Source: an optimization exercise on an open RTL-to-GDS flow (aim: small area and a short achievable clock period). Production flows keep margins and buffers that such runs may drop.
Where RTL was checked, it was by simulation tests only, not by an equivalence proof against the original.
Power and IR drop assume default switching activity.

==> run a: inputs <==
==> flow/design.v <==
module sync_fifo_mem #(
    parameter int ADDR_WIDTH = 8,
    parameter int DATA_WIDTH = 8,
    parameter int DEPTH      = 256
) (
    input  logic                  clk,
    input  logic                  shift,
    input  logic                  hold,
    input  logic                  we,
    input  logic [ADDR_WIDTH-1:0] waddr,
    input  logic [DATA_WIDTH-1:0] wdata,
    output logic [DATA_WIDTH-1:0] a0,
    output logic [DATA_WIDTH-1:0] a1
);
    logic [DATA_WIDTH-1:0] mem [DEPTH];
    for (genvar i = 0; i < DEPTH; i++) begin : g_entry
        logic                  ld;
        logic [DATA_WIDTH-1:0] up;
        if (i == DEPTH-1) begin : g_top
            assign up = '0;
        end else begin : g_mid
            assign up = mem[i+1];
        end
        assign ld = we & (waddr == ADDR_WIDTH'(i));
        always_ff @(posedge clk) begin
            mem[i] <= ({DATA_WIDTH{shift}} & up) |
                      ({DATA_WIDTH{hold}}  & mem[i]) |
                      ({DATA_WIDTH{ld}}    & wdata);
        end
    end
    assign a0 = mem[0];
    assign a1 = mem[1];
endmodule
module sync_fifo #(
    parameter int ADDR_WIDTH = 8,
    parameter int DATA_WIDTH = 8
) (
    input  logic                  clk,
    input  logic                  rst,
    input  logic [DATA_WIDTH-1:0] w_data,
    input  logic                  w_push,
    output logic                  w_full,
    input  logic                  r_pop,
    output logic [DATA_WIDTH-1:0] r_data,
    output logic                  r_empty,
    output logic [ADDR_WIDTH:0]   count,
    output logic                  overflow,
    output logic                  underflow
);
    localparam int DEPTH = 1 << ADDR_WIDTH;
    logic [ADDR_WIDTH:0]   cnt_q;
    logic                  empty_q;
    logic                  overflow_q, underflow_q;
    logic [DATA_WIDTH-1:0] rdata_q;
    logic                  st_shift_q;    
    logic                  st_hold_q;     
    logic                  st_write_q;    
    logic [ADDR_WIDTH-1:0] st_pos_q;
    logic [DATA_WIDTH-1:0] st_data_q;
    logic                  st_head_q;     
    logic [DATA_WIDTH-1:0] a0, a1;        
    logic                  push_ok, pop_ok;
    logic [ADDR_WIDTH:0]   cnt_inc, cnt_dec;
    logic                  cnt_is1;
    logic [DATA_WIDTH-1:0] head;
    assign push_ok = w_push & ~cnt_q[ADDR_WIDTH];
    assign pop_ok  = r_pop & ~empty_q;
    assign cnt_inc = cnt_q + 1'b1;
    assign cnt_dec = cnt_q - 1'b1;
    assign cnt_is1 = (cnt_q == (ADDR_WIDTH+1)'(1));
    assign head = st_head_q ? st_data_q : (st_shift_q ? a1 : a0);
    always_ff @(posedge clk) begin
        if (rst) begin
            cnt_q       <= '0;
            empty_q     <= 1'b1;
            overflow_q  <= 1'b0;
            underflow_q <= 1'b0;
            rdata_q     <= '0;
            st_shift_q  <= 1'b0;
            st_hold_q   <= 1'b0;
            st_write_q  <= 1'b0;
            st_head_q   <= 1'b0;
        end else begin
            if (push_ok & ~pop_ok)      cnt_q <= cnt_inc;
            else if (pop_ok & ~push_ok) cnt_q <= cnt_dec;
            empty_q     <= (empty_q & ~push_ok) | (cnt_is1 & pop_ok & ~push_ok);
            overflow_q  <= w_push & cnt_q[ADDR_WIDTH];
            underflow_q <= r_pop & empty_q;
            if (pop_ok) rdata_q <= head;
            st_shift_q  <= pop_ok;
            st_hold_q   <= ~pop_ok;
            st_write_q  <= push_ok;
            st_head_q   <= push_ok & (empty_q | (cnt_is1 & pop_ok));
        end
    end
    always_ff @(posedge clk) begin
        st_data_q <= w_data;
        st_pos_q  <= pop_ok ? cnt_dec[ADDR_WIDTH-1:0] : cnt_q[ADDR_WIDTH-1:0];
    end
    sync_fifo_mem #(
        .ADDR_WIDTH(ADDR_WIDTH),
        .DATA_WIDTH(DATA_WIDTH),
        .DEPTH     (DEPTH)
    ) u_mem (
        .clk  (clk),
        .shift(st_shift_q),
        .hold (st_hold_q),
        .we   (st_write_q),
        .waddr(st_pos_q),
        .wdata(st_data_q),
        .a0   (a0),
        .a1   (a1)
    );
    assign count     = cnt_q;
    assign w_full    = cnt_q[ADDR_WIDTH];
    assign r_empty   = empty_q;
    assign overflow  = overflow_q;
    assign underflow = underflow_q;
    assign r_data    = rdata_q;
endmodule
==> flow/run.sh <==
#!/bin/bash
# synth_recipe.tcl (not shown) runs the flow's synth.tcl, then flattens the netlist and writes it again
# the make line also repeats each setting of config.mk as NAME=value (left out here)
make -C /OpenROAD-flow-scripts/flow DESIGN_CONFIG=/design/flow/config.mk WORK_HOME=/design/flow/orfs CLKGATE_MAP_FILE= SYNTH_SCRIPT=/design/flow/synth_recipe.tcl finish
==> flow/config.mk <==
export PLATFORM = sky130hd
export DESIGN_NAME = sync_fifo
export DESIGN_NICKNAME = sync_fifo
export VERILOG_FILES = /design/flow/design.v
export SDC_FILE = /design/flow/constraint.sdc
export NUM_CORES = 4
export LEC_CHECK = 0
export CAP_MARGIN = 20
export CORE_MARGIN = 2
export CORE_UTILIZATION = 55
export SETUP_SLACK_MARGIN = 1.9
export SLEW_MARGIN = 20
export TNS_END_PERCENT = 5
==> flow/constraint.sdc <==
create_clock -name core_clock -period 3.7 [get_ports {clk}]
set_input_delay 0.7400 -clock core_clock [delete_from_list [all_inputs] [get_ports {clk}]]
set_output_delay 0.7400 -clock core_clock [all_outputs]
set_load 0.01 [all_outputs]
==> inputs of run b, as changes to run a <==
==> flow/design.v (replaced) <==
module sync_fifo_mem #(
    parameter int ADDR_WIDTH = 8,
    parameter int DATA_WIDTH = 8,
    parameter int DEPTH      = 256
) (
    input  logic                  clk,
    input  logic                  shift,
    input  logic                  hold,
    input  logic [(1 << (ADDR_WIDTH - ADDR_WIDTH/2))-1:0] wsel_hi,   
    input  logic [(1 << (ADDR_WIDTH - ADDR_WIDTH/2))-1:0] wsel_lo,   
    input  logic [DATA_WIDTH-1:0] wdata,
    output logic [DATA_WIDTH-1:0] a0,
    output logic [DATA_WIDTH-1:0] a1
);
    logic [DATA_WIDTH-1:0] mem [DEPTH];
    logic [DATA_WIDTH-1:0] wdata_n;
    assign wdata_n = ~wdata;
    for (genvar i = 0; i < DEPTH; i++) begin : g_entry
        logic                  ld_n;
        logic [DATA_WIDTH-1:0] up;
        if (i == DEPTH-1) begin : g_top
            assign up = '0;
        end else begin : g_mid
            assign up = mem[i+1];
        end
        assign ld_n = ~(wsel_hi[i >> (ADDR_WIDTH/2)] & wsel_lo[i % (1 << (ADDR_WIDTH/2))]);
        for (genvar b = 0; b < DATA_WIDTH; b++) begin : g_bit
            sync_fifo_row #(.DATA_WIDTH(1)) u_row (
                .clk    (clk),
                .shift  (shift),
                .hold   (hold),
                .ld_n   (ld_n),
                .wdata_n(wdata_n[b]),
                .up     (up[b]),
                .q      (mem[i][b])
            );
        end
    end
    assign a0 = mem[0];
    assign a1 = mem[1];
endmodule
module sync_fifo_row #(
    parameter int DATA_WIDTH = 8
) (
    input  logic                  clk,
    input  logic                  shift,
    input  logic                  hold,
    input  logic                  ld_n,
    input  logic [DATA_WIDTH-1:0] wdata_n,
    input  logic [DATA_WIDTH-1:0] up,
    output logic [DATA_WIDTH-1:0] q
);
    always_ff @(posedge clk) begin
        q <= ({DATA_WIDTH{shift}} & up) |
             ({DATA_WIDTH{hold}}  & q) |
             ~({DATA_WIDTH{ld_n}} | wdata_n);
    end
endmodule
module sync_fifo #(
    parameter int ADDR_WIDTH = 8,
    parameter int DATA_WIDTH = 8
) (
    input  logic                  clk,
    input  logic                  rst,
    input  logic [DATA_WIDTH-1:0] w_data,
    input  logic                  w_push,
    output logic                  w_full,
    input  logic                  r_pop,
    output logic [DATA_WIDTH-1:0] r_data,
    output logic                  r_empty,
    output logic [ADDR_WIDTH:0]   count,
    output logic                  overflow,
    output logic                  underflow
);
    localparam int DEPTH = 1 << ADDR_WIDTH;
    localparam int LO_W  = ADDR_WIDTH / 2;
    localparam int HI_W  = ADDR_WIDTH - LO_W;
    localparam int LSEL  = 1 << HI_W;      
    logic [ADDR_WIDTH:0]   cnt_q, cnt_n_q;
    logic                  empty_q, nempty_q;
    logic                  overflow_q, underflow_q;
    logic [DATA_WIDTH-1:0] rdata_q;
    logic                  st_shift_q;    
    logic                  st_hold_q;     
    logic [LSEL-1:0]       st_hi_q, st_lo_q;
    logic [DATA_WIDTH-1:0] st_data_q;
    logic                  st_head_q;     
    logic [DATA_WIDTH-1:0] a0, a1;        
    logic                  push_ok, pop_ok;
    logic [ADDR_WIDTH:0]   cnt, cnt_inc, cnt_dec, cnt_d;
    logic                  empty, cnt_is1, empty_d;
    logic [DATA_WIDTH-1:0] head;
    logic [ADDR_WIDTH-1:0] pos;
    assign cnt     = ~cnt_n_q;
    assign empty   = ~nempty_q;
    assign push_ok = w_push & ~cnt[ADDR_WIDTH];
    assign pop_ok  = r_pop & ~empty;
    assign cnt_inc = cnt + 1'b1;
    assign cnt_dec = cnt - 1'b1;
    assign pos     = pop_ok ? cnt_dec[ADDR_WIDTH-1:0] : cnt[ADDR_WIDTH-1:0];
    assign cnt_is1 = (cnt == (ADDR_WIDTH+1)'(1));
    always_comb begin
        if (rst)                    cnt_d = '0;
        else if (push_ok & ~pop_ok) cnt_d = cnt_inc;
        else if (pop_ok & ~push_ok) cnt_d = cnt_dec;
        else                        cnt_d = cnt;
        empty_d = rst | (empty & ~push_ok) | (cnt_is1 & pop_ok & ~push_ok);
    end
    assign head = st_head_q ? st_data_q : (st_shift_q ? a1 : a0);
    always_ff @(posedge clk) begin
        cnt_q    <= cnt_d;
        cnt_n_q  <= ~cnt_d;
        empty_q  <= empty_d;
        nempty_q <= ~empty_d;
    end
    always_ff @(posedge clk) begin
        if (rst) begin
            overflow_q  <= 1'b0;
            underflow_q <= 1'b0;
            rdata_q     <= '0;
            st_shift_q  <= 1'b0;
            st_hold_q   <= 1'b0;
            st_hi_q     <= '0;
            st_head_q   <= 1'b0;
        end else begin
            overflow_q  <= w_push & cnt[ADDR_WIDTH];
            underflow_q <= r_pop & empty;
            if (pop_ok) rdata_q <= head;
            st_shift_q  <= pop_ok;
            st_hold_q   <= ~pop_ok;
            st_hi_q     <= push_ok ? LSEL'(1) << pos[ADDR_WIDTH-1:LO_W] : '0;
            st_head_q   <= push_ok & (empty | (cnt_is1 & pop_ok));
        end
    end
    always_ff @(posedge clk) begin
        st_data_q <= w_data;
        st_lo_q   <= LSEL'(1) << pos[LO_W-1:0];
    end
    sync_fifo_mem #(
        .ADDR_WIDTH(ADDR_WIDTH),
        .DATA_WIDTH(DATA_WIDTH),
        .DEPTH     (DEPTH)
    ) u_mem (
        .clk  (clk),
        .shift(st_shift_q),
        .hold (st_hold_q),
        .wsel_hi(st_hi_q),
        .wsel_lo(st_lo_q),
        .wdata(st_data_q),
        .a0   (a0),
        .a1   (a1)
    );
    assign count     = cnt_q;
    assign w_full    = cnt_q[ADDR_WIDTH];
    assign r_empty   = empty_q;
    assign overflow  = overflow_q;
    assign underflow = underflow_q;
    assign r_data    = rdata_q;
endmodule
Settings changed: CORE_UTILIZATION 55 to 80, CTS_CLUSTER_DIAMETER from default to 100, CTS_CLUSTER_SIZE from default to 30, SETUP_SLACK_MARGIN 1.9 to 1.8, SYNTH_HIERARCHICAL from default to 1, TNS_END_PERCENT 5 to 100.
==> inputs of run c, as changes to run a <==
Settings changed: CORE_UTILIZATION 55 to 70, CTS_CLUSTER_DIAMETER from default to 100, CTS_CLUSTER_SIZE from default to 30.
==> inputs of run d, as changes to run a <==
--- a/flow/design.v
+++ b/flow/design.v
@@ -7,3 +7,2 @@
     input  logic                  shift,
-    input  logic                  hold,
     input  logic                  we,
@@ -16,3 +15,3 @@
     for (genvar i = 0; i < DEPTH; i++) begin : g_entry
-        logic                  ld;
+        logic ld, sh, hd;
         logic [DATA_WIDTH-1:0] up;
@@ -24,6 +23,8 @@
         assign ld = we & (waddr == ADDR_WIDTH'(i));
+        assign sh = shift & ~ld;
+        assign hd = ~shift & ~ld;
         always_ff @(posedge clk) begin
-            mem[i] <= ({DATA_WIDTH{shift}} & up) |
-                      ({DATA_WIDTH{hold}}  & mem[i]) |
-                      ({DATA_WIDTH{ld}}    & wdata);
+            mem[i] <= ({DATA_WIDTH{ld}} & wdata) |
+                      ({DATA_WIDTH{sh}} & up) |
+                      ({DATA_WIDTH{hd}} & mem[i]);
         end
@@ -55,3 +56,2 @@
     logic                  st_shift_q;    
-    logic                  st_hold_q;     
     logic                  st_write_q;    
@@ -79,3 +79,2 @@
             st_shift_q  <= 1'b0;
-            st_hold_q   <= 1'b0;
             st_write_q  <= 1'b0;
@@ -90,3 +89,2 @@
             st_shift_q  <= pop_ok;
-            st_hold_q   <= ~pop_ok;
             st_write_q  <= push_ok;
@@ -106,3 +104,2 @@
         .shift(st_shift_q),
-        .hold (st_hold_q),
         .we   (st_write_q),
Settings changed: ABC_AREA from default to 1, SETUP_SLACK_MARGIN 1.9 to default, TNS_END_PERCENT 5 to default.
==> notes.md <==
Outcome: run b timing/DRC/antenna clean; run a timing/DRC/antenna clean; run c timing/DRC/antenna clean; run d timing/DRC/antenna clean
Horiz. Die Dim: run b 303 um; run a 366 um; run c 325 um; run d 389 um
Finished Core Util: run b 0.861; run a 0.632; run c 0.757; run d 0.618
Final hold slack: run b 0.481 ns; run a 0.357 ns; run c 0.334 ns; run d 0.358 ns
Peak Freq: run b 508 MHz; run a 490 MHz; run c 503 MHz; run d 332 MHz
Mux contribution to synthesized area: run b 0.00156; run a 0.00158; run c 0.00158; run d 0
Worst endpoint data arrival time: run b 2.57 ns; run a 1.30 ns; run c 2.59 ns; run d 3.70 ns
Fraction of power consumed by the clock network: run b 0.300; run a 0.430; run c 0.277; run d 0.410
Number of levels in the clock H-tree: run b 3; run a 4; run c 3; run d 4
Post-DP HPWL: run b 101000 um; run a 100000 um; run c 98000 um; run d 148000 um
Placed instance count: run b 8006; run a 8479; run c 8085; run d 13300
Relative max-transition margin: run b 0.261; run a 0.425; run c 0.352; run d 0.271
Pre-CTS WS: run b 0.699 ns; run a 1.00 ns; run c 0.607 ns; run d 0.652 ns
Layout buffer count excluding clock buffers: run b 141; run a 265; run c 283; run d 122
Longest individual stage delay on the worst path: run b 1.06 ns; run a 0.35 ns; run c 0.45 ns; run d 0.74 ns
Number of synthesized register bits: run b 2121; run a 2088; run c 2088; run d 2087
Post-DR vias/cell: run b 7.24; run a 6.46; run c 7.03; run d 5.36
Initial standard-cell utilization of the core: run b 0.807; run a 0.556; run c 0.708; run d 0.552
Reg-to-reg setup timing slack: run b 1.73 ns; run a 1.68 ns; run c 1.71 ns; run d 0.69 ns
Post-DP Area: run b 73500 um^2; run a 73800 um^2; run c 73100 um^2; run d 84000 um^2
Function not checked in run d: the RTL went through the layout flow alone.

re-timing with driven ports:
No port has a modelled driver above. Below, the same layouts with a new extraction and two added sets of constraints. Step 1 assumes that a clkbuf_16 drives the clock port and a buf_2 every other input. Step 2 moves the port delays by t, midway between the first and last clock arrival at a register: inputs arrive t later, outputs are due t later. That takes back most of the time a late clock gives input paths. Slacks: ideal ports / drivers / drivers and shift; pairs: ideal ports / drivers.
run	t (ns)	slack for setup (ns)	latest minus earliest clock arrival (ns)	worst register clock-pin slew, ns	pins driven straight from the clock port
run a	0.899	1.658 / 1.573 / 0.919	0.024 / 0.025	0.07 / 0.07	1
run b	0.758	1.730 / 1.708 / 1.208	0.031 / 0.031	0.11 / 0.11	1
run c	0.775	1.714 / 1.661 / 1.063	0.030 / 0.030	0.12 / 0.12	1
run d	0.891	0.688 / 0.688 / 0.688	0.027 / 0.027	0.06 / 0.06	1
After both steps setup and hold are still met in every run listed. For run a, which loses most, drivers alone change the setup slack by -0.085 ns; drivers and shift together by -0.739 ns.
